What follows belongs to an exercise in optimizing a design on an open flow for small area and few clock cycles; a production flow would make more cautious choices.
Where RTL was checked, it was by simulation tests only, not by an equivalence proof against the original.
Function not checked in run 8: the RTL went through the layout flow alone.
No driver is modelled on the clock port, so clocking that relies on it looks cheaper here than on a real chip.
Power is estimated from default activity; no workload was simulated.

===== design/flow/config.mk =====
export PLATFORM = sky130hd
export DESIGN_NAME = image_capture_top
export DESIGN_NICKNAME = image_capture_top
export VERILOG_FILES = /design/flow/design.v
export SDC_FILE = /design/flow/constraint.sdc
export NUM_CORES = 4
export LEC_CHECK = 0
export CAP_MARGIN = 20
export CORE_MARGIN = 2
export CORE_UTILIZATION = 50
export SLEW_MARGIN = 20

===== design/flow/constraint.sdc =====
create_clock -name core_clock -period 4.5 [get_ports {clk}]
set_input_delay 0.9000 -clock core_clock [delete_from_list [all_inputs] [get_ports {clk}]]
set_output_delay 0.9000 -clock core_clock [all_outputs]
set_load 0.01 [all_outputs]

===== design/flow/design.v =====
`timescale 1ns/1ps
module image_capture_top (
  input  logic         clk,
  input  logic         mem_reset,
  input  logic         trigger,
  input  logic [15:0]  height,       
  input  logic [28:0]  start_addr,   
  input  logic [25:0]  s_beat,       
  input  logic         s_valid,
  output logic         s_ready,
  output logic         frame_done,
  output logic         skipped,
  output logic         mem_wr_req,
  output logic [156:0] mem_wr_cmd,   
  input  logic         mem_wr_ack,
  output logic         frame_written
);
  localparam logic [1:0] ST_IDLE  = 2'd0;   
  localparam logic [1:0] ST_WAIT  = 2'd1;   
  localparam logic [1:0] ST_STORE = 2'd2;   
  logic [1:0]  state;
  logic [15:0] lines_left;  
  logic [1:0]  slot;        
  logic [95:0] pix;         
  logic [28:3] wr_addr;     
  logic [2:0]  addr_lo;     
  logic sof, eol;
  logic fwd;                
  logic word_free;          
  logic fire;               
  logic ack;                
  logic line_last;
  logic [15:0] lborrow;     
  logic [25:0] acarry;      
  assign sof = s_beat[1];
  assign eol = s_beat[0];
  assign ack       = mem_wr_req && mem_wr_ack;
  assign word_free = !mem_wr_req || mem_wr_ack;
  assign fwd       = (state == ST_STORE) || ((state == ST_WAIT) && sof);
  assign s_ready   = fwd ? word_free : 1'b1;
  assign fire      = s_valid && fwd && word_free;
  assign line_last = (lines_left == 16'd1);
  always_comb begin
    lborrow[0] = 1'b1;
    acarry[0]  = 1'b1;
    for (int i = 1; i < 16; i++) lborrow[i] = lborrow[i-1] && !lines_left[i-1];
    for (int i = 1; i < 26; i++) acarry[i]  = acarry[i-1] && wr_addr[i+2];
  end
  always_ff @(posedge clk or posedge mem_reset) begin
    if (mem_reset) begin
      state         <= ST_IDLE;
      slot          <= 2'd0;
      mem_wr_req    <= 1'b0;
      frame_written <= 1'b0;
      skipped       <= 1'b0;
    end else begin
      skipped       <= 1'b0;
      frame_written <= ack && (state == ST_IDLE);
      if (ack) begin
        mem_wr_req <= 1'b0;
      end
      if (fire) begin
        slot <= slot + 1'b1;
        if (slot == 2'd3) mem_wr_req <= 1'b1;
      end
      case (state)
        ST_IDLE: begin
          if (trigger) state <= ST_WAIT;
          if (s_valid && sof) skipped <= 1'b1;
        end
        default: begin
          if (fire) begin
            state <= ST_STORE;
            if (eol && line_last) begin
              state <= ST_IDLE;
            end
          end
        end
      endcase
    end
  end
  assign frame_done = frame_written;
  always_ff @(posedge clk) begin
    for (int i = 0; i < 16; i++) begin
      if (state == ST_IDLE) begin
        lines_left[i] <= height[i];   
      end else if (fire && eol && lborrow[i]) begin
        lines_left[i] <= !lines_left[i];
      end
    end
    if (fire) begin
      pix <= {pix[71:0], s_beat[25:2]};
    end
    addr_lo <= start_addr[2:0];   
    for (int i = 0; i < 26; i++) begin
      if (trigger) begin
        wr_addr[i+3] <= start_addr[i+3];
      end else if (ack && acarry[i]) begin
        wr_addr[i+3] <= !wr_addr[i+3];
      end
    end
  end
  assign mem_wr_cmd = {wr_addr, addr_lo,
                       pix[95:72], 8'hff, pix[71:48], 8'hff,
                       pix[47:24], 8'hff, pix[23:0],  8'hff};
endmodule

===== design/flow/flow/run.sh =====
#!/bin/bash
# Standard ORFS layout, with the smallest buffer on each port, a clock tree of small buffers
# (upsized after CTS where their slew is high) and one tie cell for the constant outputs.
set -euo pipefail
export BUFFER_PORTS_ARGS="-buffer_cell sky130_fd_sc_hd__buf_1"
export CTS_ARGS="-repair_clock_nets -buf_list sky130_fd_sc_hd__clkbuf_4 -dont_use_dummy_load"
export SKIP_REPAIR_TIE_FANOUT=1
export POST_CTS_TCL="$(pwd)/flow/post_cts.tcl"
bash standard.sh > flow_standard.log 2>&1

===== design/flow/flow/post_cts.tcl =====
estimate_parasitics -placement
set upsized 0
foreach inst [get_cells *] {
  set ref [get_property $inst ref_name]
  if {$ref != "sky130_fd_sc_hd__clkbuf_4"} { continue }
  set name [get_property $inst full_name]
  set net [get_nets -of_objects [get_pins $name/X]]
  set mx 0
  foreach p [get_pins -of_objects $net -filter "direction==input"] {
    set s [get_property $p slew_max]
    if {$s > $mx} { set mx $s }
  }
  if {$mx > 0.200} {
    replace_cell $inst sky130_fd_sc_hd__clkbuf_16
    incr upsized
  } elseif {$mx > 0.095} {
    replace_cell $inst sky130_fd_sc_hd__clkbuf_8
    incr upsized
  }
}
puts "post_cts: upsized $upsized clock buffers"
detailed_placement
check_placement -verbose
estimate_parasitics -placement

===== design/flow/standard.sh =====
#!/bin/bash
# synth_recipe.tcl (not shown) runs the flow's synth.tcl, then flattens the netlist and writes it again
# the make line also repeats each setting of config.mk as NAME=value (left out here)
make -C /OpenROAD-flow-scripts/flow DESIGN_CONFIG=/design/flow/config.mk WORK_HOME=/design/flow/orfs CLKGATE_MAP_FILE= SYNTH_SCRIPT=/design/flow/synth_recipe.tcl "${@:-finish}"

==> results.json, run 1 <==
{
  "ys_top_cells_by_count": "sky130_fd_sc_hd__edfxtp_1 (138), sky130_fd_sc_hd__buf_4 (33), sky130_fd_sc_hd__o21ai_0 (31)",
  "timing_worst_slew_pin_value_ns": 0.7972,
  "drt_initial_violations": 273,
  "globalRouteOverflowTotal": 0,
  "initial_antenna_violation_count": 0,
  "mappedNetlistNets": 454,
  "synthTopCellsByArea": "sky130_fd_sc_hd__edfxtp_1 (72%), sky130_fd_sc_hd__buf_4 (4.3%), sky130_fd_sc_hd__dfrtp_1 (3.0%), sky130_fd_sc_hd__o21ai_0 (2.7%), sky130_fd_sc_hd__nand2_1 (1.9%)",
  "status": "finished clean",
  "cts.reportedPaths.clkPinSlew_ns": 0.09,
  "netlist.top_cell.by_area": "sky130_fd_sc_hd__edfxtp_1",
  "max_cap_violations": 0,
  "tritoncts": "yes",
  "static-leakage-power_nw": 2.292,
  "synth.yosys.seq_area_share_pct": 76.19,
  "data_arrival_time_of_the_critical_path_ns": 1.66,
  "min_delay_worst_endpoint": "pix[40]",
  "routed_wire_length_mm": 11.00,
  "setup_viol": 0,
  "grt_use_total_pct": 17.95,
  "place.detailed.hpwl_mm": 7.849,
  "setup.worst_path.class": "in -> out",
  "synth.cell_area_mm2": 0.005748,
  "layout_setup_ws_ns": 1.940,
  "worstSetupEndpointType": "primary output",
  "hold_path.class": "reg -> reg",
  "cp_slowest_cell": "sky130_fd_sc_hd__nand2b_1",
  "slew_headroom_pct": 46.80,
  "worst_ep_required_time_ns": 3.60,
  "io_pins": 238,
  "dr.pass1.iters": 4,
  "vias_in_the_first_global_route": 3395,
  "synth_cell_type_count": 45,
  "vias_per_cell": 5.234,
  "async_reset_ff_share_pct": 4.730,
  "largest_net_degree_at_the_start_of_global_routing": 55,
  "final_min_period_over_clock_period_pct": 56.89,
  "grt_setup_unrepaired": "false",
  "tritoncts_num_sinks": 148,
  "routed-via-count": 3627,
  "die_area_mm2": 0.01237,
  "finalWorstPathRequiredPeriod_ns": 2.560,
  "rr_startpoint": "state[1]",
  "fin_hold_viols": 0,
  "floorplan.initialDensity_pct": 50.77,
  "antenna_left": 0,
  "synth_enable_flop_cells": 138,
  "synth_top_area_share_pct": 72.09,
  "chipWidth_um": 111.2,
  "core.rowCount": 39,
  "ys_dominant_reg_cell": "sky130_fd_sc_hd__edfxtp_1",
  "timing.critical_path.fanout_max": 5,
  "worst_reg2reg_endpoint": "pix[59]",
  "synthCells": 377,
  "diodes": 0,
  "worstHoldPathCells": 0,
  "power_per_cell_area_mw_per_mm2": 430.7,
  "setup-tns-final_ns": 0,
  "post_drt_wl_per_cell_um": 15.87,
  "placement.io_buffers": 205,
  "grt_first_pass_wirelength_mm": 17.15,
  "globalplace.congestion": 0.8377,
  "max-vdd-ir-drop_mv": 0.4282,
  "synth.yosys.warnings": 1,
  "post_route_cells_drive_above_1_share_pct": 6.909,
  "fp.dieH_um": 111.2,
  "design.core.area_mm2": 0.01132,
  "crit_path_cell_trace": "buf_1 -> nand2b_1 -> o21bai_1 -> buf_1",
  "cpMostUsedCell": "sky130_fd_sc_hd__buf_1",
  "clock_insertion_delay_worst_skew_ns": 0.36,
  "clock.fmax_mhz": 390.6,
  "finish.net_count": 629,
  "synthToLayoutAreaGrowth_pct": 14.85,
  "pre_cts_ws_ns": 1.714,
  "startpoint_class": "input pin",
  "critPathMaxStageDelay_ns": 0.25,
  "finClkSkew_ns": 0.02828,
  "synth_area_per_cell_um2": 15.25,
  "filler_cell_count": 995,
  "yosys_register_bits": 148,
  "final-max-slew-violation-count": 0,
  "r2r_setup_slack_ns": 2.32,
  "post-synth-top-count-cell": "sky130_fd_sc_hd__edfxtp_1",
  "min_delay_startpoint": "pix[16]",
  "detail_route.drc_violations": 0,
  "worst-r2r-cell-count": 3
}
## worst max path at each step
stage                     depth (start not counted)        from  slack, ns       to
after floorplan                                   3     s_valid       0.52  slot[1]
after global placement                            4  mem_wr_ack       1.76  pix[88]
after detailed placement                          4  mem_wr_ack       1.71  pix[64]
after global routing                              4  mem_wr_ack       1.82  s_ready
final                                             4  mem_wr_ack       1.94  s_ready
## report_power, final
group / internal, mW / switching (mW) / total [mW]
clock: 0.282 / 0.385 / 0.667
sequential: 1.73 / 0.0825 / 1.81
combinational: 0.113 / 0.255 / 0.369
## worst max-delay path, delay by kind of cell
family / cells / cell delay, ns
compound gates: 1 / 0.16
simple gates: 1 / 0.25
buf+inv: 2 / 0.36
## cell type report
type	count	area (um2)	area share (%)
sequential	148	4379	66.34
multi-input combinational	176	1051	15.92
timing repair buffer	208	793.3	12.02
clock buffer	17	195.2	2.957
tap	143	178.9	2.710
inverter	1	3.754	0.05686
## per-stage QoR
| step | hold slack (ns) | cells | cell area (um2) | utilization (%) | power [mW] |
|---|---|---|---|---|---|
| 6_report | 0.4203 | 693 | 6601 | 58.31 | 2.843 |
| 3_3_place_gp | 0.4295 | 676 | 6406 | 56.59 | 2.206 |
| 5_1_grt | 0.4211 | 693 | 6601 | 58.31 | 2.981 |
| 3_5_place_dp | 0.4309 | 676 | 6406 | 56.59 | 2.219 |
| 2_1_floorplan | 0.4480 | 377 | 5748 | - | 2.058 |
## cell usage in the layout, fill, tap and decap left out, types with 2 or more instances in the layout
cell,count
sky130_fd_sc_hd__buf_1,204
sky130_fd_sc_hd__edfxtp_1,138
sky130_fd_sc_hd__o21ai_0,31
sky130_fd_sc_hd__nand2_1,29
sky130_fd_sc_hd__nor2_1,18
sky130_fd_sc_hd__a21oi_1,16
sky130_fd_sc_hd__a31o_2,10
sky130_fd_sc_hd__and3_1,10
sky130_fd_sc_hd__clkbuf_4,8
sky130_fd_sc_hd__clkbuf_8,8
sky130_fd_sc_hd__a41o_1,7
sky130_fd_sc_hd__dfrtp_1,7
sky130_fd_sc_hd__a21o_1,6
sky130_fd_sc_hd__o31ai_1,5
sky130_fd_sc_hd__and4_1,5
sky130_fd_sc_hd__nor4_1,3
sky130_fd_sc_hd__or2_2,3
sky130_fd_sc_hd__o21ai_1,3
sky130_fd_sc_hd__dfxtp_1,3
sky130_fd_sc_hd__buf_4,3
sky130_fd_sc_hd__and3b_1,2
sky130_fd_sc_hd__nand2b_1,2
sky130_fd_sc_hd__nor2b_1,2
sky130_fd_sc_hd__o41ai_1,2
sky130_fd_sc_hd__or3_1,2
sky130_fd_sc_hd__nand3_1,2
## kinds of logic after synthesis
logic type	after synthesis	share of synthesized area, %
xor+xnor	1	0.1524
simple gates	85	7.662
buf+inv	53	5.660
flops	148	76.19
other cells	1	0.06524
mux	2	0.3700
fa+ha+maj	1	0.2176
compound gates	86	9.687
## registers in the layout (all words and copies together) (netlist names)
signal and flops:
pix 96, wr_addr 26, lines_left 16, addr_lo 3, slot 2, state 2
frame_written 1, mem_wr_req 1, skipped 1
## layer usage
metal / routed length [um] / vias to the layer above / global-route usage, %
li1: - / 1740 / -
met1: 4616 / 1728 / 23.41
met2: 5337 / 152 / 27.93
met3: 897 / 7 / 6.561
met4: 146 / 0 / 6.502
met5: 0 / - / 0
Testbench counts, summed over its fixed seeds: cycles 15,331.
==> inputs of run 2 (changes only) <==
--- a/design/flow/flow/post_cts.tcl
+++ b/design/flow/flow/post_cts.tcl
@@ -14,5 +14,5 @@
     replace_cell $inst sky130_fd_sc_hd__clkbuf_16
     incr upsized
-  } elseif {$mx > 0.095} {
+  } elseif {$mx > 0.105} {
     replace_cell $inst sky130_fd_sc_hd__clkbuf_8
     incr upsized
==> results.json, run 2 <==
{
  "status": "finished clean",
  "power_per_cell_area_mw_per_mm2": 423.7,
  "rr_startpoint": "state[1]",
  "filler_cell_count": 1000,
  "worstSetupEndpointType": "primary output",
  "placement.io_buffers": 205,
  "yosys_register_bits": 148,
  "dr.pass1.iters": 4,
  "worst_ep_required_time_ns": 3.60,
  "clock.fmax_mhz": 390.4,
  "setup.worst_path.class": "in -> out",
  "synth_area_per_cell_um2": 15.25,
  "place.detailed.hpwl_mm": 7.849,
  "synthToLayoutAreaGrowth_pct": 14.30,
  "cp_slowest_cell": "sky130_fd_sc_hd__nand2b_1",
  "static-leakage-power_nw": 2.280,
  "chipWidth_um": 111.2,
  "area.sequential_mm2": 0.004379,
  "globalRouteOverflowTotal": 0,
  "grt_setup_unrepaired": "false",
  "tritoncts": "yes",
  "largest_net_degree_at_the_start_of_global_routing": 55,
  "synth.yosys.seq_area_share_pct": 76.19,
  "layout.cells.most_common_list": "sky130_fd_sc_hd__buf_1 (204), sky130_fd_sc_hd__edfxtp_1 (138), sky130_fd_sc_hd__o21ai_0 (31), sky130_fd_sc_hd__nand2_1 (29), sky130_fd_sc_hd__nor2_1 (18)",
  "crit_path_cell_trace": "buf_1 -> nand2b_1 -> o21bai_1 -> buf_1",
  "mostFrequentLayoutCell": "sky130_fd_sc_hd__buf_1",
  "core.rowCount": 39,
  "timing.critical_path.fanout_max": 5,
  "largest_reg_flops": 96,
  "buffer_and_inverter_count_on_the_worst_path": 2,
  "post-synth-top-count-cell": "sky130_fd_sc_hd__edfxtp_1",
  "design.core.area_mm2": 0.01132,
  "post_drt_wl_per_cell_um": 15.83,
  "finalCoreUtilization_pct": 58.03,
  "async_reset_ff_share_pct": 4.730,
  "fp.dieH_um": 111.2,
  "finish.net_count": 629,
  "initial_antenna_violation_count": 0,
  "synth_enable_flop_cells": 138,
  "clock_insertion_delay_worst_skew_ns": 0.35,
  "post_route_cells_drive_above_1_share_pct": 6.909,
  "synth.yosys.warnings": 1,
  "vias_in_the_first_global_route": 3392,
  "registers.top_by_ff_count": "pix",
  "min_delay_worst_endpoint": "pix[91]",
  "floorplan.initialDensity_pct": 50.77,
  "routed_wire_length_mm": 10.97,
  "max-vdd-ir-drop_mv": 0.4442,
  "r2r_setup_slack_ns": 2.30,
  "setup_viol": 0,
  "multi_input_comb_area_mm2": 0.001051,
  "mappedNetlistNets": 454,
  "netlist.top_cell.by_area": "sky130_fd_sc_hd__edfxtp_1",
  "tritoncts_num_sinks": 148,
  "grt_use_total_pct": 17.89,
  "setup-tns-final_ns": 0,
  "ys_top_cells_by_count": "sky130_fd_sc_hd__edfxtp_1 (138), sky130_fd_sc_hd__buf_4 (33), sky130_fd_sc_hd__o21ai_0 (31)",
  "synth_top_area_share_pct": 72.09,
  "hold_path.class": "reg -> reg",
  "synth_cell_type_count": 45,
  "worst-r2r-cell-count": 3,
  "io_pins": 238,
  "routed-via-count": 3623,
  "final_min_period_over_clock_period_pct": 56.93,
  "cpMostUsedCell": "sky130_fd_sc_hd__buf_1",
  "ys_dominant_reg_cell": "sky130_fd_sc_hd__edfxtp_1",
  "antenna_left": 0,
  "slew_headroom_pct": 45.33,
  "finClkSkew_ns": 0.02929,
  "min_delay_startpoint": "pix[67]",
  "final-max-slew-violation-count": 0,
  "cts.reportedPaths.clkPinSlew_ns": 0.10,
  "vias_per_cell": 5.228,
  "reg_top3": "pix: 96 flops, wr_addr: 26 flops, lines_left: 16 flops",
  "grt_first_pass_wirelength_mm": 17.15,
  "synthCells": 377,
  "fin_hold_viols": 0,
  "synthTopCellsByArea": "sky130_fd_sc_hd__edfxtp_1 (72%), sky130_fd_sc_hd__buf_4 (4.3%), sky130_fd_sc_hd__dfrtp_1 (3.0%), sky130_fd_sc_hd__o21ai_0 (2.7%), sky130_fd_sc_hd__nand2_1 (1.9%)",
  "globalplace.congestion": 0.8377,
  "worst_reg2reg_endpoint": "pix[68]",
  "max_cap_violations": 0,
  "detail_route.drc_violations": 0,
  "worstHoldPathCells": 0,
  "diodes": 0,
  "synth.cell_area_mm2": 0.005748,
  "startpoint_class": "input pin",
  "finalWorstPathRequiredPeriod_ns": 2.562,
  "depth_of_the_critical_timing_path_with_buffers_and_inverters_included": 4,
  "timing_worst_slew_pin_value_ns": 0.8192,
  "worst_path_dominant_cell_family": "buffers and inverters",
  "die_area_mm2": 0.01237,
  "data_arrival_time_of_the_critical_path_ns": 1.66,
  "critPathMaxStageDelay_ns": 0.25,
  "drt_initial_violations": 256
}
==> run 2: power breakdown <==
group          total [mW]  switching, mW  internal (mW)  leakage (nW)
Clock               0.608          0.373          0.235        0.0937
Combinational       0.369          0.255          0.113         0.739
Sequential           1.81         0.0822           1.72          1.45
Total                2.78          0.711           2.07          2.28
==> run 2: metrics by stage <==
step | area (um2) | hold slack, ns | setup WS, ns | power, mW | instances
finish | 6570 | 0.4138 | 1.938 | 2.784 | 693
global route | 6570 | 0.4177 | 1.822 | 2.924 | 693
detailed placement | 6406 | 0.4309 | 1.714 | 2.219 | 676
global placement | 6406 | 0.4295 | 1.760 | 2.206 | 676
floorplan | 5748 | 0.4480 | 0.5202 | 2.058 | 377
==> run 2: layer usage <==
metal  GRT usage [%]  vias up  share of wire (%)
met2           27.85      141                 48
met1           23.41     1730                 42
li1                -     1741                  -
met3           6.561       11                7.9
met5               0        -                  0
met4           6.255        0                1.6
==> run 2: area by class of cell <==
| class | instances | share of cell area [%] |
|---|---|---|
| well taps | 143 | 2.723 |
| multi-input cells | 176 | 16.00 |
| flip-flops and latches | 148 | 66.65 |
| repair buffers | 208 | 12.07 |
| clock buffers | 17 | 2.495 |
| inverters | 1 | 0.05713 |
==> run 2: cell families after synthesis <==
family,share of synthesized area [%]
simple gates,7.662
fa+ha+maj,0.2176
flops,76.19
other cells,0.06524
mux,0.3700
buf+inv,5.660
compound gates,9.687
xor+xnor,0.1524
==> run 2: how the worst max path moves through the flow <==
stage / to / start
after floorplan: slot[1] / s_valid
after global placement: pix[88] / mem_wr_ack
after detailed placement: pix[64] / mem_wr_ack
after global routing: s_ready / mem_wr_ack
final: s_ready / mem_wr_ack
==> run 2: worst register-to-register path, stage by stage (launching register included) <==
cell and delay, ns:
sky130_fd_sc_hd__dfrtp_1 0.45, sky130_fd_sc_hd__and4b_1 0.35, sky130_fd_sc_hd__o21a_4 0.54, sky130_fd_sc_hd__buf_4 0.49
==> inputs of run 3 (changes only) <==
--- a/design/flow/design.v
+++ b/design/flow/design.v
@@ -85,6 +85,6 @@
       if (state == ST_IDLE) begin
         lines_left[i] <= height[i];   
-      end else if (fire && eol && lborrow[i]) begin
-        lines_left[i] <= !lines_left[i];
+      end else begin
+        lines_left[i] <= lines_left[i] ^ (fire && eol && lborrow[i]);
       end
     end
@@ -96,6 +96,6 @@
       if (trigger) begin
         wr_addr[i+3] <= start_addr[i+3];
-      end else if (ack && acarry[i]) begin
-        wr_addr[i+3] <= !wr_addr[i+3];
+      end else begin
+        wr_addr[i+3] <= wr_addr[i+3] ^ (ack && acarry[i]);
       end
     end
==> results.json, run 3 <==
{
  "status": "finished clean",
  "worst_ep_required_time_ns": 4.77,
  "p_seq_share_pct": 61.8,
  "setup_viol": 0,
  "routed-via-count": 3998,
  "max_cap_violations": 0,
  "ys_top_cells_by_count": "sky130_fd_sc_hd__edfxtp_1 (96), sky130_fd_sc_hd__dfxtp_1 (45), sky130_fd_sc_hd__nor2_1 (34)",
  "clock_insertion_delay_worst_skew_ns": 0.37,
  "setup-tns-final_ns": 0,
  "timing.critical_path.fanout_max": 20,
  "static-leakage-power_nw": 2.208,
  "synth_cell_type_count": 46,
  "async_reset_ff_share_pct": 4.730,
  "slew_headroom_pct": 46.10,
  "core.rowCount": 39,
  "mappedNetlistNets": 519,
  "detail_route.drc_violations": 0,
  "power_per_cell_area_mw_per_mm2": 454.4,
  "max-vdd-ir-drop_mv": 0.3055,
  "finClkSkew_ns": 0.03127,
  "comb_power_share_pct": 16.9,
  "data_arrival_time_of_the_critical_path_ns": 2.96,
  "finalCoreUtilization_pct": 57.99,
  "hold_path.class": "in -> async",
  "startpoint_class": "input pin",
  "floorplan.initialDensity_pct": 50.67,
  "final-max-slew-violation-count": 0,
  "die_area_mm2": 0.01235,
  "vias_in_the_first_global_route": 3719,
  "layout_setup_ws_ns": 1.808,
  "post-synth-top-count-cell": "sky130_fd_sc_hd__edfxtp_1",
  "reg_top3": "pix: 96 flops, wr_addr: 26 flops, lines_left: 16 flops",
  "routed_wire_length_mm": 11.71,
  "dr.pass1.iters": 4,
  "p_switching_mw": 0.8464,
  "drt_initial_violations": 214,
  "setup.worst_path.class": "in -> reg",
  "fin_hold_viols": 0,
  "synth_top_area_share_pct": 50.25,
  "place.detailed.hpwl_mm": 8.474,
  "power.switching_fraction_pct": 28.37,
  "globalplace.congestion": 0.8100,
  "io_pins": 238,
  "finish.net_count": 696,
  "synth.yosys.warnings": 1,
  "post_drt_wl_per_cell_um": 15.45,
  "synth_enable_flop_cells": 96,
  "largest_net_degree_at_the_start_of_global_routing": 97,
  "worst-r2r-cell-count": 4,
  "antenna_left": 0,
  "mostFrequentLayoutCell": "sky130_fd_sc_hd__buf_1",
  "synth.yosys.seq_area_share_pct": 69.01,
  "synth.cell_area_mm2": 0.005737,
  "diodes": 0,
  "clock_power_share_pct": 21.3,
  "netlist.top_cell.by_area": "sky130_fd_sc_hd__edfxtp_1",
  "post_route_cells_drive_above_1_share_pct": 4.878,
  "synthCells": 440,
  "grt_use_total_pct": 19.24,
  "tritoncts": "yes",
  "tritoncts_num_sinks": 148,
  "largest_reg_flops": 96,
  "finalWorstPathRequiredPeriod_ns": 2.692,
  "chipWidth_um": 111.1,
  "p_int_mw": 2.137,
  "design.core.area_mm2": 0.01132,
  "globalRouteOverflowTotal": 0,
  "initial_antenna_violation_count": 0,
  "pre_cts_ws_ns": 1.476,
  "final_min_period_over_clock_period_pct": 59.81,
  "grt_setup_unrepaired": "false",
  "layout.cells.most_common_list": "sky130_fd_sc_hd__buf_1 (205), sky130_fd_sc_hd__edfxtp_1 (96), sky130_fd_sc_hd__dfxtp_1 (45), sky130_fd_sc_hd__nor2_1 (34), sky130_fd_sc_hd__nand2_1 (26)",
  "synth_area_per_cell_um2": 13.04,
  "synthToLayoutAreaGrowth_pct": 14.44,
  "yosys_register_bits": 148,
  "timing_worst_slew_pin_value_ns": 0.8085,
  "grt_first_pass_wirelength_mm": 18.62,
  "fp.dieH_um": 111.1,
  "placement.io_buffers": 205,
  "registers.top_by_ff_count": "pix",
  "vias_per_cell": 5.274,
  "clock.fmax_mhz": 371.5,
  "synthTopCellsByArea": "sky130_fd_sc_hd__edfxtp_1 (50%), sky130_fd_sc_hd__dfxtp_1 (16%), sky130_fd_sc_hd__buf_4 (4.3%), sky130_fd_sc_hd__dfrtp_1 (3.1%), sky130_fd_sc_hd__a31oi_1 (2.5%)",
  "ys_dominant_reg_cell": "sky130_fd_sc_hd__edfxtp_1",
  "worstSetupEndpointType": "flip-flop",
  "cts.reportedPaths.clkPinSlew_ns": 0.10
}
run 3: changes by cell type after synthesis, sizes merged, moves of 9 or more:
| cell | change |
|---|---|
| nor2 | +16 |
| dfxtp | +42 |
| a21oi | -11 |
| a31oi | +23 |
| o21ai | -19 |
| inv | +9 |
| a31o | -10 |
| xnor2 | +10 |
| or4 | +18 |
| edfxtp | -42 |
| nand3 | +11 |
| o31ai | +12 |
run 3: worst paths after layout:
path,to,start,slack (ns)
max in group asynchronous,slot[1],mem_reset,3.83
min in group core_clock,pix[68],pix[44],0.43
hold reg to reg,pix[68],pix[44],0.43
setup / recovery,wr_addr[19],mem_wr_ack,1.81
hold / removal,frame_written,mem_reset,0.43
setup reg to reg,wr_addr[19],mem_wr_req,2.06
run 3: power by group through the flow:
stage               logic, mW  clock network, mW  registers (mW)
floorplan               0.269                  0            1.93
global placement        0.504                  0            1.86
detailed placement      0.512                  0            1.88
global route            0.569              0.726            1.87
finish                  0.504              0.635            1.84
run 3: metrics by stage:
| step | std cells | hold slack, ns | power (mW) | cell area [um2] |
|---|---|---|---|---|
| 3_5_place_dp | 741 | 0.4326 | 2.387 | 6386 |
| 5_1_grt | 758 | 0.4285 | 3.169 | 6565 |
| 6_report | 758 | 0.4253 | 2.983 | 6565 |
| 3_3_place_gp | 741 | 0.4281 | 2.366 | 6386 |
| 2_1_floorplan | 440 | 0.4508 | 2.194 | 5737 |
run 3: cell families (layout without fill, tap and decap cells):
kind of cell,after synthesis,in the layout,share of synthesized area [%]
xor+xnor,13,13,1.985
buf+inv,59,234,6.172
fa+ha+maj,3,3,0.6544
compound gates,71,71,8.092
mux,3,3,0.5670
simple gates,142,142,13.46
flops,148,148,69.01
other cells,1,1,0.06537
run 3: per-layer routing:
layer	share of wire, %	vias up	GRT usage, %
met5	0	-	0
met4	2.2	0	8.230
met3	8.9	19	8.365
met2	47	155	30.10
met1	42	1866	23.38
li1	-	1958	-
run 3: worst max-delay path: stages:
cell,delay (ns)
sky130_fd_sc_hd__buf_1,0.13
sky130_fd_sc_hd__nand4_1,0.30
sky130_fd_sc_hd__or4_1,0.86
sky130_fd_sc_hd__or4_1,0.59
sky130_fd_sc_hd__a31oi_1,0.17
run 3: layout make-up:
type                            count  area, um2
Clock buffer                       17      176.4
Fill cell                        1030       4756
Inverter                           10      42.54
Multi-Input combinational cell    233       1424
Sequential cell                   148       3959
Tap cell                          143      178.9
Timing Repair Buffer              207      784.5
Testbench counts of run 3, summed over its fixed seeds: cycles 15,331.
==> inputs of run 4 (changes only) <==
--- a/design/flow/config.mk
+++ b/design/flow/config.mk
@@ -6,4 +6,5 @@
 export NUM_CORES = 4
 export LEC_CHECK = 0
+export ABC_AREA = 1
 export CAP_MARGIN = 20
 export CORE_MARGIN = 2
==> results.json, run 4 <==
{
  "status": "finished clean",
  "grt_use_met3_pct": 7.651,
  "diodes": 0,
  "globalplace.congestion": 0.8226,
  "grtUsageMet1_pct": 21.84,
  "post_route_cells_drive_above_1_share_pct": 7.305,
  "crit_path_cell_trace": "buf_1 -> nand2_1 -> nor2_4 -> nand4_4 -> nor2_4 -> nand4_4 -> nor2_4 -> nand4_4 -> nor2_8 -> nand4_4 -> nor2_8 -> nand4_4 -> nor2_4 -> nand4_1 -> nand3_1 -> nand2_1",
  "cts.reportedPaths.clkPinSlew_ns": 0.10,
  "synth_enable_flop_cells": 96,
  "grt.met2_usage_pct": 28.44,
  "registers.top_by_ff_count": "pix",
  "post_drt_wl_per_cell_um": 14.21,
  "setup.worst_path.class": "in -> reg",
  "ys_dominant_reg_cell": "sky130_fd_sc_hd__edfxtp_1",
  "multi_input_comb_area_mm2": 0.001169,
  "reg_top3": "pix: 96 flops, wr_addr: 26 flops, lines_left: 16 flops",
  "synthToLayoutAreaGrowth_pct": 15.68,
  "antenna_left": 0,
  "finish.net_count": 697,
  "placement.io_buffers": 205,
  "fin_hold_viols": 0,
  "timing_worst_slew_pin_value_ns": 0.9830,
  "power_per_cell_area_mw_per_mm2": 452.1,
  "initial_antenna_violation_count": 0,
  "grt_use_total_pct": 18.10,
  "hold_path.class": "reg -> reg",
  "worstSetupEndpointType": "flip-flop",
  "setup_viol": 0,
  "filler_cell_count": 949,
  "tritoncts_num_sinks": 148,
  "startpoint_class": "input pin",
  "mappedNetlistNets": 511,
  "async_reset_ff_share_pct": 4.730,
  "core.rowCount": 38,
  "tritoncts": "yes",
  "drt_initial_violations": 200,
  "yosys_register_bits": 148,
  "synth.yosys.seq_area_share_pct": 71.57,
  "synth.cell_area_mm2": 0.005532,
  "synth_area_per_cell_um2": 12.80,
  "clock.fmax_mhz": 352.8,
  "area.sequential_mm2": 0.003959,
  "netlist.top_cell.by_area": "sky130_fd_sc_hd__edfxtp_1",
  "static-leakage-power_nw": 2.425,
  "max_cap_violations": 0,
  "synthCells": 432,
  "fp.dieH_um": 109.2,
  "detail_route.drc_violations": 0,
  "largest_net_degree_at_the_start_of_global_routing": 84,
  "final_min_period_over_clock_period_pct": 62.98,
  "finClkSkew_ns": 0.03304,
  "slew_headroom_pct": 34.47,
  "layout_setup_ws_ns": 1.666,
  "synthTopCellsByArea": "sky130_fd_sc_hd__edfxtp_1 (52%), sky130_fd_sc_hd__dfxtp_1 (16%), sky130_fd_sc_hd__nand2_1 (5.6%), sky130_fd_sc_hd__buf_4 (4.6%), sky130_fd_sc_hd__dfrtp_1 (3.2%)",
  "layout.cells.most_common_list": "sky130_fd_sc_hd__buf_1 (205), sky130_fd_sc_hd__edfxtp_1 (96), sky130_fd_sc_hd__nand2_1 (82), sky130_fd_sc_hd__dfxtp_1 (45), sky130_fd_sc_hd__nor2_1 (26)",
  "critPathMaxStageDelay_ns": 0.22,
  "grt_setup_unrepaired": "false",
  "clock_insertion_delay_worst_skew_ns": 0.36,
  "globalRouteOverflowTotal": 0,
  "global_route.peak_usage_layer": "met2",
  "final-max-slew-violation-count": 0,
  "routed-via-count": 3644,
  "pre_cts_ws_ns": 1.263,
  "timing.critical_path.fanout_max": 6,
  "mostFrequentLayoutCell": "sky130_fd_sc_hd__buf_1",
  "place.detailed.hpwl_mm": 7.990,
  "floorplan.initialDensity_pct": 51.03,
  "routed_wire_length_mm": 10.75,
  "cpMostUsedCell": "sky130_fd_sc_hd__nand4_4",
  "vias_in_the_first_global_route": 3325,
  "synth_cell_type_count": 36,
  "design.core.area_mm2": 0.01084,
  "synth.yosys.warnings": 1,
  "ys_top_cells_by_count": "sky130_fd_sc_hd__edfxtp_1 (96), sky130_fd_sc_hd__nand2_1 (82), sky130_fd_sc_hd__dfxtp_1 (45)",
  "max-vdd-ir-drop_mv": 0.1699,
  "finalWorstPathRequiredPeriod_ns": 2.834,
  "cp_slowest_cell": "sky130_fd_sc_hd__nor2_4",
  "worst_ep_required_time_ns": 4.76,
  "data_arrival_time_of_the_critical_path_ns": 3.09,
  "chipWidth_um": 109.2,
  "synth_top_area_share_pct": 52.11,
  "io_pins": 238,
  "die_area_mm2": 0.01192,
  "largest_reg_flops": 96,
  "dr.pass1.iters": 6,
  "setup-tns-final_ns": 0,
  "vias_per_cell": 4.820,
  "post-synth-top-count-cell": "sky130_fd_sc_hd__edfxtp_1",
  "grt_first_pass_wirelength_mm": 16.12
}
run 4: cell count changes in the layout (fill, tap and decap cells not counted), sizes merged, moves of 4 or more:
cell | previous run | this run
a31oi | 23 | 12
a21oi | 5 | 13
or3 | 10 | 0
inv | 10 | 32
xnor2 | 10 | 3
nand2 | 26 | 83
or4 | 20 | 0
and2 | 4 | 0
o31ai | 17 | 1
nand3 | 13 | 18
run 4: final cells by class:
class | count | share of cell area, %
flip-flops and latches | 148 | 61.87
multi-input cells | 211 | 18.26
repair buffers | 207 | 12.26
clock buffers | 17 | 2.855
well taps | 140 | 2.738
inverters | 33 | 2.014
run 4: cell families (layout without fill, tap and decap cells):
logic type / after synthesis / in the layout / synth area share [%]
DFF: 148 / 148 / 71.57
muxes: 1 / 1 / 0.1810
other: 1 / 1 / 0.06779
adders and majority gates: 3 / 3 / 0.6787
AOI/OAI and AO/OA: 50 / 50 / 5.135
buffers and inverters: 73 / 257 / 7.306
and+or+nand+nor: 151 / 151 / 14.27
xor gates and xnor gates: 5 / 5 / 0.7918
run 4: layer usage:
layer  routed length, um  up-vias  share of wire, %
li1                    -     1816                 -
met5                   0        -                 0
met2                5045      149                47
met1                4401     1664                41
met3                1120       15                10
met4                 179        0               1.7
run 4: path summary, 6_finish.rpt:
path	startpoint	to	slack, ns	depth (start not counted)
max	mem_wr_ack	wr_addr[28]	1.67	16
min	pix[9]	pix[33]	0.42	0
max reg2reg	state[1]	lines_left[15]	1.87	19
min reg2reg	pix[9]	pix[33]	0.42	0
max in group asynchronous	mem_reset	state[0]	3.82	2
min in group asynchronous	mem_reset	slot[1]	0.45	2
run 4: worst max-delay path: cells and delay by family:
| family | cells | cell delay, ns |
|---|---|---|
| buffers and inverters | 1 | 0.10 |
| and+or+nand+nor | 15 | 2.08 |
run 4: power by group:
part / switching [mW] / internal, mW
clock: 0.384 / 0.263
combinational: 0.283 / 0.146
sequential: 0.128 / 1.69
total: 0.795 / 2.10
run 4: metrics by stage:
| step | utilization, % | instance area, um2 | cells | hold slack, ns | power [mW] |
|---|---|---|---|---|---|
| final | 59.03 | 6399 | 756 | 0.4189 | 2.893 |
| after global routing | 59.03 | 6399 | 756 | 0.4314 | 3.063 |
| after detailed placement | 57.34 | 6216 | 739 | 0.4303 | 2.288 |
| after global placement | 57.34 | 6216 | 739 | 0.4286 | 2.271 |
| after floorplan | - | 5532 | 432 | 0.4417 | 2.111 |
==> inputs of run 5 (changes only) <==
--- a/design/flow/flow/run.sh
+++ b/design/flow/flow/run.sh
@@ -1,5 +1,6 @@
 #!/bin/bash
 # Standard ORFS layout, with the smallest buffer on each port, a clock tree of small buffers
-# (upsized after CTS where their slew is high) and one tie cell for the constant outputs.
+# (upsized after CTS where their slew is high), logic cells downsized after CTS where slack
+# allows, and one tie cell for the constant outputs.
 set -euo pipefail
 export BUFFER_PORTS_ARGS="-buffer_cell sky130_fd_sc_hd__buf_1"
--- a/design/flow/flow/post_cts.tcl
+++ b/design/flow/flow/post_cts.tcl
@@ -20,5 +20,38 @@
 }
 puts "post_cts: upsized $upsized clock buffers"
+estimate_parasitics -placement
+
+set slack_margin 0.6e-9
+set slew_floor [expr {min(0.2, [sta::max_slew_check_slack_limit])}]
+set cap_floor [expr {min(0.2, [sta::max_capacitance_check_slack_limit])}]
+set lib_cells {}
+foreach lc [get_lib_cells sky130_fd_sc_hd__*] { lappend lib_cells [get_name $lc] }
+proc margins_ok {} {
+  global slack_margin slew_floor cap_floor
+  return [expr {[sta::worst_slack_cmd max] >= $slack_margin
+                && [sta::max_slew_check_slack_limit] >= $slew_floor
+                && [sta::max_capacitance_check_slack_limit] >= $cap_floor}]
+}
+set downsized 0
+foreach inst [get_cells *] {
+  set name [get_property $inst full_name]
+  set ref [get_property $inst ref_name]
+  if {![regexp {^(sky130_fd_sc_hd__[a-z0-9]+)_(\d+)$} $ref -> base drive]} { continue }
+  set kind [string range $base 16 end]
+  if {[regexp {^(df|edf|sdf|dl|conb|tap|fill|decap|clkbuf|clkinv)} $kind]} { continue }
+  foreach d {0 1 2 4} {
+    if {$d >= $drive} { break }
+    if {[lsearch -exact $lib_cells ${base}_$d] < 0} { continue }
+    replace_cell $inst ${base}_$d
+    if {[margins_ok]} {
+      incr downsized
+      break
+    }
+    replace_cell $inst $ref
+  }
+}
+puts "post_cts: downsized $downsized logic cells"
 detailed_placement
 check_placement -verbose
 estimate_parasitics -placement
+report_worst_slack
==> results.json, run 5 <==
{
  "synthCells": 432,
  "synthTopCellsByArea": "sky130_fd_sc_hd__edfxtp_1 (52%), sky130_fd_sc_hd__dfxtp_1 (16%), sky130_fd_sc_hd__nand2_1 (5.6%), sky130_fd_sc_hd__buf_4 (4.6%), sky130_fd_sc_hd__dfrtp_1 (3.2%)",
  "dpl_cell_area_mm2": 0.006216,
  "io_pins": 238,
  "ys_dominant_reg_cell": "sky130_fd_sc_hd__edfxtp_1",
  "mappedNetlistNets": 511,
  "async_reset_ff_share_pct": 4.730,
  "synth.yosys.warnings": 1,
  "synth_top_area_share_pct": 52.11,
  "place.detailed.hpwl_mm": 7.990,
  "netlist.top_cell.by_area": "sky130_fd_sc_hd__edfxtp_1",
  "synth_area_per_cell_um2": 12.80,
  "synth.cell_area_mm2": 0.005532,
  "core.rowCount": 38,
  "error_message": "Error: cts.tcl, 90 can't read \"slack_margin\": no such variable",
  "fp.dieH_um": 109.2,
  "synth.yosys.seq_area_share_pct": 71.57,
  "post-synth-top-count-cell": "sky130_fd_sc_hd__edfxtp_1",
  "placedCellCount": 739,
  "globalplace.congestion": 0.8226,
  "tritoncts_num_sinks": 148,
  "ys_top_cells_by_count": "sky130_fd_sc_hd__edfxtp_1 (96), sky130_fd_sc_hd__nand2_1 (82), sky130_fd_sc_hd__dfxtp_1 (45)",
  "failed_stage": "4_1_cts",
  "chipWidth_um": 109.2,
  "yosys_register_bits": 148,
  "placement.io_buffers": 205,
  "status": "did not finish",
  "synth_enable_flop_cells": 96,
  "synth_cell_type_count": 36,
  "floorplan.initialDensity_pct": 51.03
}
==> run 5: through the flow <==
step / worst slack (ns) / hold WS, ns
3_5_place_dp: 1.263 / 0.4303
3_3_place_gp: 1.342 / 0.4286
2_1_floorplan: 0.6238 / 0.4417
==> run 5: cell families after synthesis <==
| kind of cell | after synthesis | share of synthesized area (%) |
|---|---|---|
| buffers and inverters | 73 | 7.306 |
| and+or+nand+nor | 151 | 14.27 |
| xor gates and xnor gates | 5 | 0.7918 |
| other | 1 | 0.06779 |
| adders and majority gates | 3 | 0.6787 |
| AOI/OAI and AO/OA | 50 | 5.135 |
| DFF | 148 | 71.57 |
| muxes | 1 | 0.1810 |
==> run 5: how the worst max path moves through the flow <==
stage | start | to | slack (ns)
2_1_floorplan | s_beat[1] | lines_left[15] | 0.62
3_3_place_gp | mem_wr_ack | wr_addr[28] | 1.34
3_5_place_dp | mem_wr_ack | wr_addr[28] | 1.26
==> run 5: power groups by stage <==
stage               Clock, mW  Combinational [mW]  Sequential (mW)
floorplan                   0               0.211             1.90
global placement            0               0.434             1.84
detailed placement          0               0.438             1.85
==> inputs of run 6 (changes only) <==
--- a/design/flow/flow/post_cts.tcl
+++ b/design/flow/flow/post_cts.tcl
@@ -22,14 +22,13 @@
 estimate_parasitics -placement
 
-set slack_margin 0.6e-9
-set slew_floor [expr {min(0.2, [sta::max_slew_check_slack_limit])}]
-set cap_floor [expr {min(0.2, [sta::max_capacitance_check_slack_limit])}]
+set ::slack_margin 0.6e-9
+set ::slew_floor [expr {min(0.2, [sta::max_slew_check_slack_limit])}]
+set ::cap_floor [expr {min(0.2, [sta::max_capacitance_check_slack_limit])}]
 set lib_cells {}
 foreach lc [get_lib_cells sky130_fd_sc_hd__*] { lappend lib_cells [get_name $lc] }
 proc margins_ok {} {
-  global slack_margin slew_floor cap_floor
-  return [expr {[sta::worst_slack_cmd max] >= $slack_margin
-                && [sta::max_slew_check_slack_limit] >= $slew_floor
-                && [sta::max_capacitance_check_slack_limit] >= $cap_floor}]
+  return [expr {[sta::worst_slack_cmd max] >= $::slack_margin
+                && [sta::max_slew_check_slack_limit] >= $::slew_floor
+                && [sta::max_capacitance_check_slack_limit] >= $::cap_floor}]
 }
 set downsized 0
@@ -38,5 +37,5 @@
   set ref [get_property $inst ref_name]
   if {![regexp {^(sky130_fd_sc_hd__[a-z0-9]+)_(\d+)$} $ref -> base drive]} { continue }
-  set kind [string range $base 16 end]
+  set kind [string range $base 17 end]
   if {[regexp {^(df|edf|sdf|dl|conb|tap|fill|decap|clkbuf|clkinv)} $kind]} { continue }
   foreach d {0 1 2 4} {
==> results.json, run 6 <==
{
  "synth_top_area_share_pct": 52.11,
  "registers.top_by_ff_count": "pix",
  "netlist.top_cell.by_area": "sky130_fd_sc_hd__edfxtp_1",
  "globalRouteOverflowTotal": 0,
  "cts.reportedPaths.clkPinSlew_ns": 0.10,
  "fp.dieH_um": 109.2,
  "post_layout_nonfiller_instances": 756,
  "diodes": 0,
  "setup.worst_path.class": "in -> reg",
  "layout.cells.most_common_list": "sky130_fd_sc_hd__buf_1 (205), sky130_fd_sc_hd__edfxtp_1 (96), sky130_fd_sc_hd__nand2_1 (83), sky130_fd_sc_hd__dfxtp_1 (45), sky130_fd_sc_hd__nor2_1 (34)",
  "p_switching_mw": 0.7784,
  "setup-tns-final_ns": 0,
  "power_per_cell_area_mw_per_mm2": 461.5,
  "antenna_left": 0,
  "synth_area_per_cell_um2": 12.80,
  "mostFrequentLayoutCell": "sky130_fd_sc_hd__buf_1",
  "worst-r2r-cell-count": 16,
  "p_seq_share_pct": 62.9,
  "ys_dominant_reg_cell": "sky130_fd_sc_hd__edfxtp_1",
  "chipWidth_um": 109.2,
  "design.core.area_mm2": 0.01084,
  "post-synth-top-count-cell": "sky130_fd_sc_hd__edfxtp_1",
  "core.rowCount": 38,
  "ys_top_cells_by_count": "sky130_fd_sc_hd__edfxtp_1 (96), sky130_fd_sc_hd__nand2_1 (82), sky130_fd_sc_hd__dfxtp_1 (45)",
  "synth_enable_flop_cells": 96,
  "tritoncts_num_sinks": 148,
  "cp-endpoint": "wr_addr[28]",
  "post_route_cells_drive_above_1_share_pct": 3.247,
  "status": "finished clean",
  "clock_power_share_pct": 22.5,
  "synth.cell_area_mm2": 0.005532,
  "critPathMaxStageDelay_ns": 0.31,
  "vias_per_cell": 4.841,
  "postLayoutCellArea_mm2": 0.006226,
  "layout_setup_ws_ns": 0.5336,
  "async_reset_ff_share_pct": 4.730,
  "grt_setup_unrepaired": "false",
  "setup.worst_path.start": "mem_wr_ack",
  "worst_reg2reg_endpoint": "wr_addr[28]",
  "synthTopCellsByArea": "sky130_fd_sc_hd__edfxtp_1 (52%), sky130_fd_sc_hd__dfxtp_1 (16%), sky130_fd_sc_hd__nand2_1 (5.6%), sky130_fd_sc_hd__buf_4 (4.6%), sky130_fd_sc_hd__dfrtp_1 (3.2%)",
  "routed-via-count": 3660,
  "placedCellCount": 739,
  "detail_route.drc_violations": 0,
  "p_int_mw": 2.095,
  "synth_cell_type_count": 36,
  "largest_reg_flops": 96,
  "power.switching_fraction_pct": 27.09,
  "clock.fmax_mhz": 252.1,
  "max-vdd-ir-drop_mv": 0.1677,
  "synthToLayoutAreaGrowth_pct": 12.55,
  "drt_initial_violations": 198,
  "worstSetupEndpointType": "flip-flop",
  "buffer_and_inverter_count_on_the_worst_path": 1,
  "finalWorstPathRequiredPeriod_ns": 3.966,
  "dpl_cell_area_mm2": 0.006216,
  "io_pins": 238,
  "crit_path_cell_trace": "buf_1 -> nand2_1 -> nor2_1 -> nand4_1 -> nor2_1 -> nand4_1 -> nor2_1 -> nand4_1 -> nor2_1 -> nand4_1 -> nor2_2 -> nand4_1 -> nor2_1 -> nand3_1 -> nand2_1 -> nand3_1 -> nand2_1",
  "largest_net_degree_at_the_start_of_global_routing": 84,
  "place.detailed.hpwl_mm": 7.990,
  "static-leakage-power_nw": 2.353,
  "routed_wire_length_mm": 10.80,
  "synthCells": 432,
  "reg_top3": "pix: 96 flops, wr_addr: 26 flops, lines_left: 16 flops",
  "cp_slowest_cell": "sky130_fd_sc_hd__nor2_1",
  "fin_hold_viols": 0,
  "setup_viol": 0,
  "tritoncts": "yes",
  "total_power_mw": 2.873,
  "final-max-slew-violation-count": 0,
  "synth.yosys.seq_area_share_pct": 71.57,
  "startpoint_class": "input pin",
  "finish.net_count": 697,
  "globalplace.congestion": 0.8226,
  "placement.io_buffers": 205,
  "comb_power_share_pct": 14.6,
  "grt_use_total_pct": 18.06,
  "final_min_period_over_clock_period_pct": 88.14,
  "depth_of_the_critical_timing_path_with_buffers_and_inverters_included": 17,
  "finClkSkew_ns": 0.03474,
  "vias_in_the_first_global_route": 3330,
  "dr.pass1.iters": 4,
  "die_area_mm2": 0.01192,
  "r2r_setup_slack_ns": 0.81,
  "clock_insertion_delay_worst_skew_ns": 0.36,
  "max_cap_violations": 0,
  "hold_path.class": "reg -> reg",
  "initial_antenna_violation_count": 0,
  "rr_startpoint": "wr_addr[4]",
  "worst_ep_required_time_ns": 4.80,
  "mappedNetlistNets": 511,
  "timing_worst_slew_pin_value_ns": 0.9918,
  "floorplan.initialDensity_pct": 51.03,
  "timing.critical_path.fanout_max": 6,
  "slew_headroom_pct": 33.88,
  "pre_cts_ws_ns": 1.263,
  "worst_path_dominant_cell_family": "simple AND/OR/NAND/NOR gates",
  "post_drt_wl_per_cell_um": 14.28,
  "data_arrival_time_of_the_critical_path_ns": 4.27,
  "synth.yosys.warnings": 1,
  "yosys_register_bits": 148,
  "grt_first_pass_wirelength_mm": 16.06
}
[run 6: cell counts after synthesis]
Identical to the previous run, type by type.
[run 6: layer usage]
metal	GRT usage (%)	wire (um)	share of wire [%]
met1	21.69	4416	41
met2	28.48	5035	47
met3	7.651	1183	11
met4	7.957	163	1.5
met5	0	0	0
[run 6: power by group through the flow]
stage                     Clock [mW]  Sequential [mW]  Combinational (mW)
after detailed placement           0             1.85               0.438
after global placement             0             1.84               0.434
after floorplan                    0             1.90               0.211
after global routing           0.725             1.84               0.479
final                          0.647             1.81               0.419
[run 6: cell families after synthesis]
logic type / after synthesis / share of synthesized area, %
and+or+nand+nor: 151 / 14.27
DFF: 148 / 71.57
buffers and inverters: 73 / 7.306
AOI/OAI and AO/OA: 50 / 5.135
xor gates and xnor gates: 5 / 0.7918
adders and majority gates: 3 / 0.6787
other: 1 / 0.06779
muxes: 1 / 0.1810
[run 6: area by class of cell]
cell class | count | area, um2
repair buffers | 207 | 782.0
flip-flops and latches | 148 | 3959
inverters | 33 | 123.9
fillers | 976 | 4614
multi-input cells | 211 | 1003
well taps | 140 | 175.2
clock buffers | 17 | 182.7
[run 6: how the worst min path moves through the flow]
stage | start | end | slack (ns) | cells past startpoint
3_3_place_gp | pix[13] | pix[37] | 0.43 | 0
3_5_place_dp | pix[9] | pix[33] | 0.43 | 0
2_1_floorplan | lines_left[12] | lines_left[12] | 0.44 | 2
5_1_grt | pix[22] | pix[46] | 0.43 | 0
6_report | pix[9] | pix[33] | 0.42 | 0
[run 6: stage by stage]
stage          hold WS [ns]  util (%)
2_1_floorplan        0.4417         -
3_3_place_gp         0.4286     57.34
3_5_place_dp         0.4303     57.34
5_1_grt              0.4314     57.43
6_report             0.4191     57.43
[run 6: worst register-to-register path, stage by stage, from the launching register on]
cell,delay [ns]
sky130_fd_sc_hd__dfxtp_1,0.43
sky130_fd_sc_hd__nand3_1,0.10
sky130_fd_sc_hd__nor2_1,0.29
sky130_fd_sc_hd__nand4_1,0.20
sky130_fd_sc_hd__nor2_1,0.30
sky130_fd_sc_hd__nand4_1,0.21
sky130_fd_sc_hd__nor2_1,0.31
sky130_fd_sc_hd__nand4_1,0.20
sky130_fd_sc_hd__nor2_1,0.30
sky130_fd_sc_hd__nand4_1,0.23
sky130_fd_sc_hd__nor2_2,0.25
sky130_fd_sc_hd__nand4_1,0.19
sky130_fd_sc_hd__nor2_1,0.29
sky130_fd_sc_hd__nand3_1,0.14
sky130_fd_sc_hd__nand2_1,0.08
sky130_fd_sc_hd__nand3_1,0.06
sky130_fd_sc_hd__nand2_1,0.07
==> inputs of run 7 (changes only) <==
--- a/design/flow/design.v
+++ b/design/flow/design.v
@@ -85,6 +85,6 @@
       if (state == ST_IDLE) begin
         lines_left[i] <= height[i];   
-      end else begin
-        lines_left[i] <= lines_left[i] ^ (fire && eol && lborrow[i]);
+      end else if (fire && eol && lborrow[i]) begin
+        lines_left[i] <= !lines_left[i];
       end
     end
@@ -96,6 +96,6 @@
       if (trigger) begin
         wr_addr[i+3] <= start_addr[i+3];
-      end else begin
-        wr_addr[i+3] <= wr_addr[i+3] ^ (ack && acarry[i]);
+      end else if (ack && acarry[i]) begin
+        wr_addr[i+3] <= !wr_addr[i+3];
       end
     end
==> results.json, run 7 <==
{
  "tritoncts": "yes",
  "detail_route.drc_violations": 0,
  "power.switching_fraction_pct": 25.74,
  "synth.yosys.seq_area_share_pct": 75.43,
  "grt_first_pass_wirelength_mm": 17.54,
  "hold_path.class": "reg -> reg",
  "mappedNetlistNets": 511,
  "async_reset_ff_share_pct": 4.730,
  "routed-via-count": 3732,
  "worstSetupEndpointType": "flip-flop",
  "synthCells": 434,
  "routed_wire_length_mm": 11.43,
  "comb_power_share_pct": 12.8,
  "antenna_left": 0,
  "place.detailed.hpwl_mm": 8.202,
  "design.core.area_mm2": 0.01137,
  "die_area_mm2": 0.01249,
  "reg_top3": "pix: 96 flops, wr_addr: 26 flops, lines_left: 16 flops",
  "post_drt_wl_per_cell_um": 15.11,
  "finClkSkew_ns": 0.04020,
  "registers.top_by_ff_count": "pix",
  "finish.net_count": 692,
  "power_per_cell_area_mw_per_mm2": 420.6,
  "p_int_mw": 2.050,
  "critPathMaxStageDelay_ns": 0.40,
  "clock_insertion_delay_worst_skew_ns": 0.37,
  "cp_slowest_cell": "sky130_fd_sc_hd__edfxtp_1",
  "worst-r2r-cell-count": 14,
  "ys_dominant_reg_cell": "sky130_fd_sc_hd__edfxtp_1",
  "io_pins": 238,
  "data_arrival_time_of_the_critical_path_ns": 3.00,
  "r2r_setup_slack_ns": 1.57,
  "startpoint_class": "flip-flop",
  "finalWorstPathRequiredPeriod_ns": 2.935,
  "p_seq_share_pct": 64.2,
  "clock_power_share_pct": 23.0,
  "worst_ep_required_time_ns": 4.57,
  "max_cap_violations": 0,
  "final_min_period_over_clock_period_pct": 65.21,
  "final-max-slew-violation-count": 0,
  "chipWidth_um": 111.8,
  "cpMostUsedCell": "sky130_fd_sc_hd__nor2_1",
  "setup.worst_path.class": "reg -> reg",
  "largest_reg_flops": 96,
  "globalRouteOverflowTotal": 0,
  "netlist.top_cell.by_area": "sky130_fd_sc_hd__edfxtp_1",
  "core.rowCount": 39,
  "ys_top_cells_by_count": "sky130_fd_sc_hd__edfxtp_1 (138), sky130_fd_sc_hd__nand2_1 (87), sky130_fd_sc_hd__o21ai_0 (56)",
  "dpl_cell_area_mm2": 0.006486,
  "fin_hold_viols": 0,
  "timing.critical_path.fanout_max": 4,
  "diodes": 0,
  "synth_enable_flop_cells": 138,
  "floorplan.initialDensity_pct": 51.06,
  "tritoncts_num_sinks": 148,
  "min_delay_worst_endpoint": "pix[30]",
  "filler_cell_count": 996,
  "max-vdd-ir-drop_mv": 0.2781,
  "post_route_cells_drive_above_1_share_pct": 3.752,
  "clock.fmax_mhz": 340.8,
  "timing_worst_slew_pin_value_ns": 0.7936,
  "synth_cell_type_count": 28,
  "synth.yosys.warnings": 1,
  "synthToLayoutAreaGrowth_pct": 13.06,
  "p_switching_mw": 0.7107,
  "synth.cell_area_mm2": 0.005806,
  "layout.cells.most_common_list": "sky130_fd_sc_hd__buf_1 (204), sky130_fd_sc_hd__edfxtp_1 (138), sky130_fd_sc_hd__nand2_1 (90), sky130_fd_sc_hd__o21ai_0 (56), sky130_fd_sc_hd__nor2_1 (31)",
  "worstHoldPathCells": 0,
  "crit_path_cell_trace": "nand2_1 -> nor2_1 -> nand4_1 -> nor2_1 -> nand4_1 -> nor2_1 -> nand4_1 -> nor2_1 -> nand4_1 -> nor2_1 -> nand4_1 -> nand2_1 -> nand2_1 -> nor2_1",
  "placement.io_buffers": 205,
  "drt_initial_violations": 221,
  "initial_antenna_violation_count": 0,
  "status": "finished clean",
  "grt_use_total_pct": 18.43,
  "static-leakage-power_nw": 2.326,
  "min_delay_startpoint": "pix[6]",
  "slew_headroom_pct": 47.10,
  "rr_startpoint": "wr_addr[3]",
  "vias_in_the_first_global_route": 3489,
  "synth_top_area_share_pct": 71.38,
  "largest_net_degree_at_the_start_of_global_routing": 64,
  "yosys_register_bits": 148,
  "vias_per_cell": 4.937,
  "globalplace.congestion": 0.8493,
  "worst_reg2reg_endpoint": "wr_addr[28]",
  "post-synth-top-count-cell": "sky130_fd_sc_hd__edfxtp_1",
  "grt_setup_unrepaired": "false",
  "setup_viol": 0,
  "fp.dieH_um": 111.8,
  "synth_area_per_cell_um2": 13.38,
  "postLayoutCellArea_mm2": 0.006564,
  "synthTopCellsByArea": "sky130_fd_sc_hd__edfxtp_1 (71%), sky130_fd_sc_hd__nand2_1 (5.6%), sky130_fd_sc_hd__o21ai_0 (4.8%), sky130_fd_sc_hd__buf_4 (4.3%), sky130_fd_sc_hd__dfrtp_1 (3.0%)",
  "cts.reportedPaths.clkPinSlew_ns": 0.09,
  "setup-tns-final_ns": 0,
  "dr.pass1.iters": 7,
  "mostFrequentLayoutCell": "sky130_fd_sc_hd__buf_1"
}
## run 7: final cells by class
class	instances	area [um2]	share of cell area [%]
Timing Repair Buffer	209	793.3	12.09
Multi-Input combinational cell	208	915.9	13.95
Tap cell	143	178.9	2.726
Clock buffer	17	176.4	2.688
Inverter	31	120.1	1.830
Sequential cell	148	4379	66.72
## run 7: critical path, delay by kind of cell (launching register included)
| kind | cells | cell delay (ns) |
|---|---|---|
| and+or+nand+nor | 14 | 2.25 |
| DFF | 1 | 0.40 |
## run 7: how the worst max path moves through the flow
stage,slack (ns),to,startpoint
2_1_floorplan,0.77,lines_left[15],mem_wr_ack
3_3_place_gp,1.76,lines_left[15],s_beat[1]
3_5_place_dp,1.70,lines_left[15],s_beat[1]
5_1_grt,1.23,wr_addr[28],wr_addr[3]
6_report,1.57,wr_addr[28],wr_addr[3]
## run 7: kinds of logic after synthesis
family	synth area share [%]
buffers and inverters	7.220
adders and majority gates	0.2155
xor gates and xnor gates	0.1509
DFF	75.43
AOI/OAI and AO/OA	5.237
other	0.06459
and+or+nand+nor	11.68
## run 7: layer usage
| layer | part of all wire [%] | track usage, % |
|---|---|---|
| met1 | 42 | 23.76 |
| met2 | 49 | 28.77 |
| met3 | 7.1 | 6.097 |
| met4 | 1.8 | 8.230 |
| met5 | 0 | 0 |
## run 7: metrics by stage
stage | total power [mW] | worst slack, ns | hold slack (ns) | utilization [%] | cells
finish | 2.761 | 1.565 | 0.4204 | 57.73 | 756
global route | 2.891 | 1.233 | 0.4207 | 57.73 | 756
detailed placement | 2.173 | 1.697 | 0.4311 | 57.05 | 739
global placement | 2.160 | 1.763 | 0.4271 | 57.05 | 739
floorplan | 2.018 | 0.7724 | 0.4528 | - | 434
## run 7: power by group through the flow
stage	logic (mW)	registers, mW	clock network [mW]
5_1_grt	0.395	1.79	0.704
2_1_floorplan	0.148	1.87	0
3_3_place_gp	0.361	1.80	0
3_5_place_dp	0.364	1.81	0
6_report	0.354	1.77	0.635
Testbench counts of run 7, summed over its fixed seeds: cycles 15,331.
==> inputs of run 8 (changes only) <==
--- a/design/flow/design.v
+++ b/design/flow/design.v
@@ -31,6 +31,4 @@
   logic ack;                
   logic line_last;
-  logic [15:0] lborrow;     
-  logic [25:0] acarry;      
   assign sof = s_beat[1];
   assign eol = s_beat[0];
@@ -41,10 +39,4 @@
   assign fire      = s_valid && fwd && word_free;
   assign line_last = (lines_left == 16'd1);
-  always_comb begin
-    lborrow[0] = 1'b1;
-    acarry[0]  = 1'b1;
-    for (int i = 1; i < 16; i++) lborrow[i] = lborrow[i-1] && !lines_left[i-1];
-    for (int i = 1; i < 26; i++) acarry[i]  = acarry[i-1] && wr_addr[i+2];
-  end
   always_ff @(posedge clk or posedge mem_reset) begin
     if (mem_reset) begin
@@ -82,10 +74,8 @@
   assign frame_done = frame_written;
   always_ff @(posedge clk) begin
-    for (int i = 0; i < 16; i++) begin
-      if (state == ST_IDLE) begin
-        lines_left[i] <= height[i];   
-      end else if (fire && eol && lborrow[i]) begin
-        lines_left[i] <= !lines_left[i];
-      end
+    if (state == ST_IDLE) begin
+      lines_left <= height;   
+    end else begin
+      lines_left <= lines_left - {15'd0, fire && eol};
     end
     if (fire) begin
@@ -93,10 +83,8 @@
     end
     addr_lo <= start_addr[2:0];   
-    for (int i = 0; i < 26; i++) begin
-      if (trigger) begin
-        wr_addr[i+3] <= start_addr[i+3];
-      end else if (ack && acarry[i]) begin
-        wr_addr[i+3] <= !wr_addr[i+3];
-      end
+    if (trigger) begin
+      wr_addr <= start_addr[28:3];
+    end else begin
+      wr_addr <= wr_addr + {25'd0, ack};
     end
   end
==> results.json, run 8 <==
{
  "status": "finished clean",
  "largest_reg_flops": 96,
  "dpl_cell_area_mm2": 0.006671,
  "globalplace.congestion": 0.8703,
  "setup-tns-final_ns": 0,
  "tritoncts_num_sinks": 148,
  "yosys_register_bits": 148,
  "synth_mux_area_share_pct": 0,
  "post-synth-top-count-cell": "sky130_fd_sc_hd__nand2_1",
  "post_route_cells_drive_above_1_share_pct": 2.547,
  "antenna_left": 0,
  "routed-via-count": 4331,
  "globalRouteOverflowTotal": 0,
  "filler_cell_count": 1064,
  "initial_antenna_violation_count": 0,
  "place.detailed.hpwl_mm": 9.816,
  "placement.io_buffers": 205,
  "rr_startpoint": "state[0]",
  "synth_enable_flop_cells": 96,
  "io_pins": 238,
  "mappedNetlistNets": 642,
  "grt_first_pass_wirelength_mm": 20.36,
  "finalWorstPathRequiredPeriod_ns": 3.031,
  "netlist.top_cell.by_area": "sky130_fd_sc_hd__edfxtp_1",
  "floorplan.initialDensity_pct": 51.67,
  "synth_cell_type_count": 34,
  "holdWs_ns": 0.4335,
  "postLayoutCellArea_mm2": 0.006718,
  "post_drt_wl_per_cell_um": 14.58,
  "tritoncts": "yes",
  "synth_compound_area_share_pct": 2.994,
  "finish.net_count": 829,
  "core.rowCount": 39,
  "worst_reg2reg_endpoint": "pix[9]",
  "reg_top3": "pix: 96 flops, wr_addr: 26 flops, lines_left: 16 flops",
  "design.core.area_mm2": 0.01156,
  "timing_worst_slew_pin_value_ns": 1.034,
  "setup.worst_path.class": "in -> reg",
  "max-vdd-ir-drop_mv": 0.3623,
  "chipWidth_um": 113.3,
  "crit_path_cell_trace": "buf_1 -> nand2_1 -> a21oi_1 -> nand3_1 -> inv_4 -> buf_1",
  "synthCells": 561,
  "dr.pass1.iters": 5,
  "largest_family_of_logic_cells_by_synthesized_area": "simple AND/OR/NAND/NOR gates",
  "hold_path.class": "reg -> reg",
  "synthTopCellsByArea": "sky130_fd_sc_hd__edfxtp_1 (48%), sky130_fd_sc_hd__dfxtp_1 (15%), sky130_fd_sc_hd__nand2_1 (10%), sky130_fd_sc_hd__buf_4 (4.1%), sky130_fd_sc_hd__nor2_1 (3.6%)",
  "xor_xnor_cell_area_share_of_the_yosys_netlist_pct": 1.759,
  "final-max-slew-violation-count": 0,
  "drt_initial_violations": 325,
  "mostFrequentLayoutCell": "sky130_fd_sc_hd__buf_1",
  "largest_net_degree_at_the_start_of_global_routing": 64,
  "startpoint_class": "input pin",
  "critPathMaxStageDelay_ns": 0.84,
  "ys_top_cells_by_count": "sky130_fd_sc_hd__nand2_1 (159), sky130_fd_sc_hd__edfxtp_1 (96), sky130_fd_sc_hd__nor2_1 (57)",
  "grt_setup_unrepaired": "false",
  "r2r_setup_slack_ns": 1.56,
  "slew_headroom_pct": 31.08,
  "synth_top_area_share_pct": 48.24,
  "vias_in_the_first_global_route": 4178,
  "fp.dieH_um": 113.3,
  "die_area_mm2": 0.01284,
  "synthToLayoutAreaGrowth_pct": 12.42,
  "cp_slowest_cell": "sky130_fd_sc_hd__buf_1",
  "synth-simple-area-share_pct": 20.41,
  "data_arrival_time_of_the_critical_path_ns": 2.99,
  "max_cap_violations": 0,
  "diodes": 0,
  "worstHoldPathCells": 0,
  "routed_wire_length_mm": 12.97,
  "async_reset_ff_share_pct": 4.730,
  "synth.yosys.warnings": 1,
  "vias_per_cell": 4.872,
  "timing.critical_path.fanout_max": 63,
  "setup_viol": 0,
  "clock_insertion_delay_worst_skew_ns": 0.37,
  "static-leakage-power_nw": 2.552,
  "detail_route.drc_violations": 0,
  "synth.yosys.seq_area_share_pct": 66.25,
  "synth_area_per_cell_um2": 10.65,
  "power_per_cell_area_mw_per_mm2": 552.0,
  "worst-r2r-cell-count": 5,
  "worst_ep_required_time_ns": 4.46,
  "worstSetupEndpointType": "flip-flop",
  "ys_dominant_reg_cell": "sky130_fd_sc_hd__edfxtp_1",
  "setup.worst_path.start": "s_beat[1]",
  "min_delay_startpoint": "pix[30]",
  "final_min_period_over_clock_period_pct": 67.36,
  "grt_use_total_pct": 20.68,
  "synth.cell_area_mm2": 0.005976,
  "finClkSkew_ns": 0.02793,
  "cpMostUsedCell": "sky130_fd_sc_hd__buf_1",
  "synth_adder_area_share_pct": 1.047,
  "registers.top_by_ff_count": "pix",
  "clock.fmax_mhz": 329.9,
  "cts.reportedPaths.clkPinSlew_ns": 0.10,
  "layout.cells.most_common_list": "sky130_fd_sc_hd__buf_1 (208), sky130_fd_sc_hd__nand2_1 (167), sky130_fd_sc_hd__edfxtp_1 (96), sky130_fd_sc_hd__nor2_1 (75), sky130_fd_sc_hd__dfxtp_1 (45)",
  "min_delay_worst_endpoint": "pix[54]",
  "fin_hold_viols": 0
}
run 8: cells by family after synthesis:
logic type,after synthesis
xor+xnor,12
other cells,1
buf+inv,84
simple gates,279
fa+ha+maj,5
compound gates,32
flops,148
run 8: final cells by class:
class                           instances  area, um2  area share, %
Tap cell                              143      178.9          2.663
Clock buffer                           17      182.7          2.719
Inverter                               43      163.9          2.440
Timing Repair Buffer                  209      785.8          11.70
Sequential cell                       148       3959          58.93
Multi-Input combinational cell        329       1448          21.55
run 8: power breakdown:
group	internal [mW]	switching, mW
Combinational	0.259	0.648
Sequential	1.93	0.212
Clock	0.263	0.392
run 8: critical path: cells and delay by family:
kind | cells | cell delay [ns]
AOI/OAI and AO/OA | 1 | 0.20
buffers and inverters | 3 | 1.54
and+or+nand+nor | 2 | 0.32
run 8: worst max-delay path by stage:
stage / cells after the start / slack, ns / endpoint
floorplan: 4 / 1.76 / pix[0]
global placement: 12 / 1.76 / lines_left[12]
detailed placement: 12 / 1.70 / lines_left[12]
global route: 6 / 1.25 / pix[94]
finish: 6 / 1.47 / pix[9]
run 8: per-layer routing:
metal	track usage [%]	share of wire [%]	vias up	wire length, um
li1	-	-	2169	-
met1	25.94	42	1965	5503
met2	33.41	48	171	6280
met3	5.517	6.5	26	846
met4	10.08	2.6	0	334
met5	0	0	-	0
run 8: through the flow:
step / power, mW / instances / utilization, % / setup WS [ns]
final: 3.708 / 889 / 58.09 / 1.469
after global placement: 3.103 / 872 / 57.69 / 1.757
after global routing: 3.947 / 889 / 58.09 / 1.248
after detailed placement: 3.124 / 872 / 57.69 / 1.705
after floorplan: 2.755 / 561 / - / 1.763

Check on run 8: ideal ports give 1.469 ns setup slack; a clkbuf_16 on the clock port and buf_2 on the inputs give 1.486 ns; moving port delays by the midpoint clock arrival (0.392 ns) as well gives 1.094 ns.
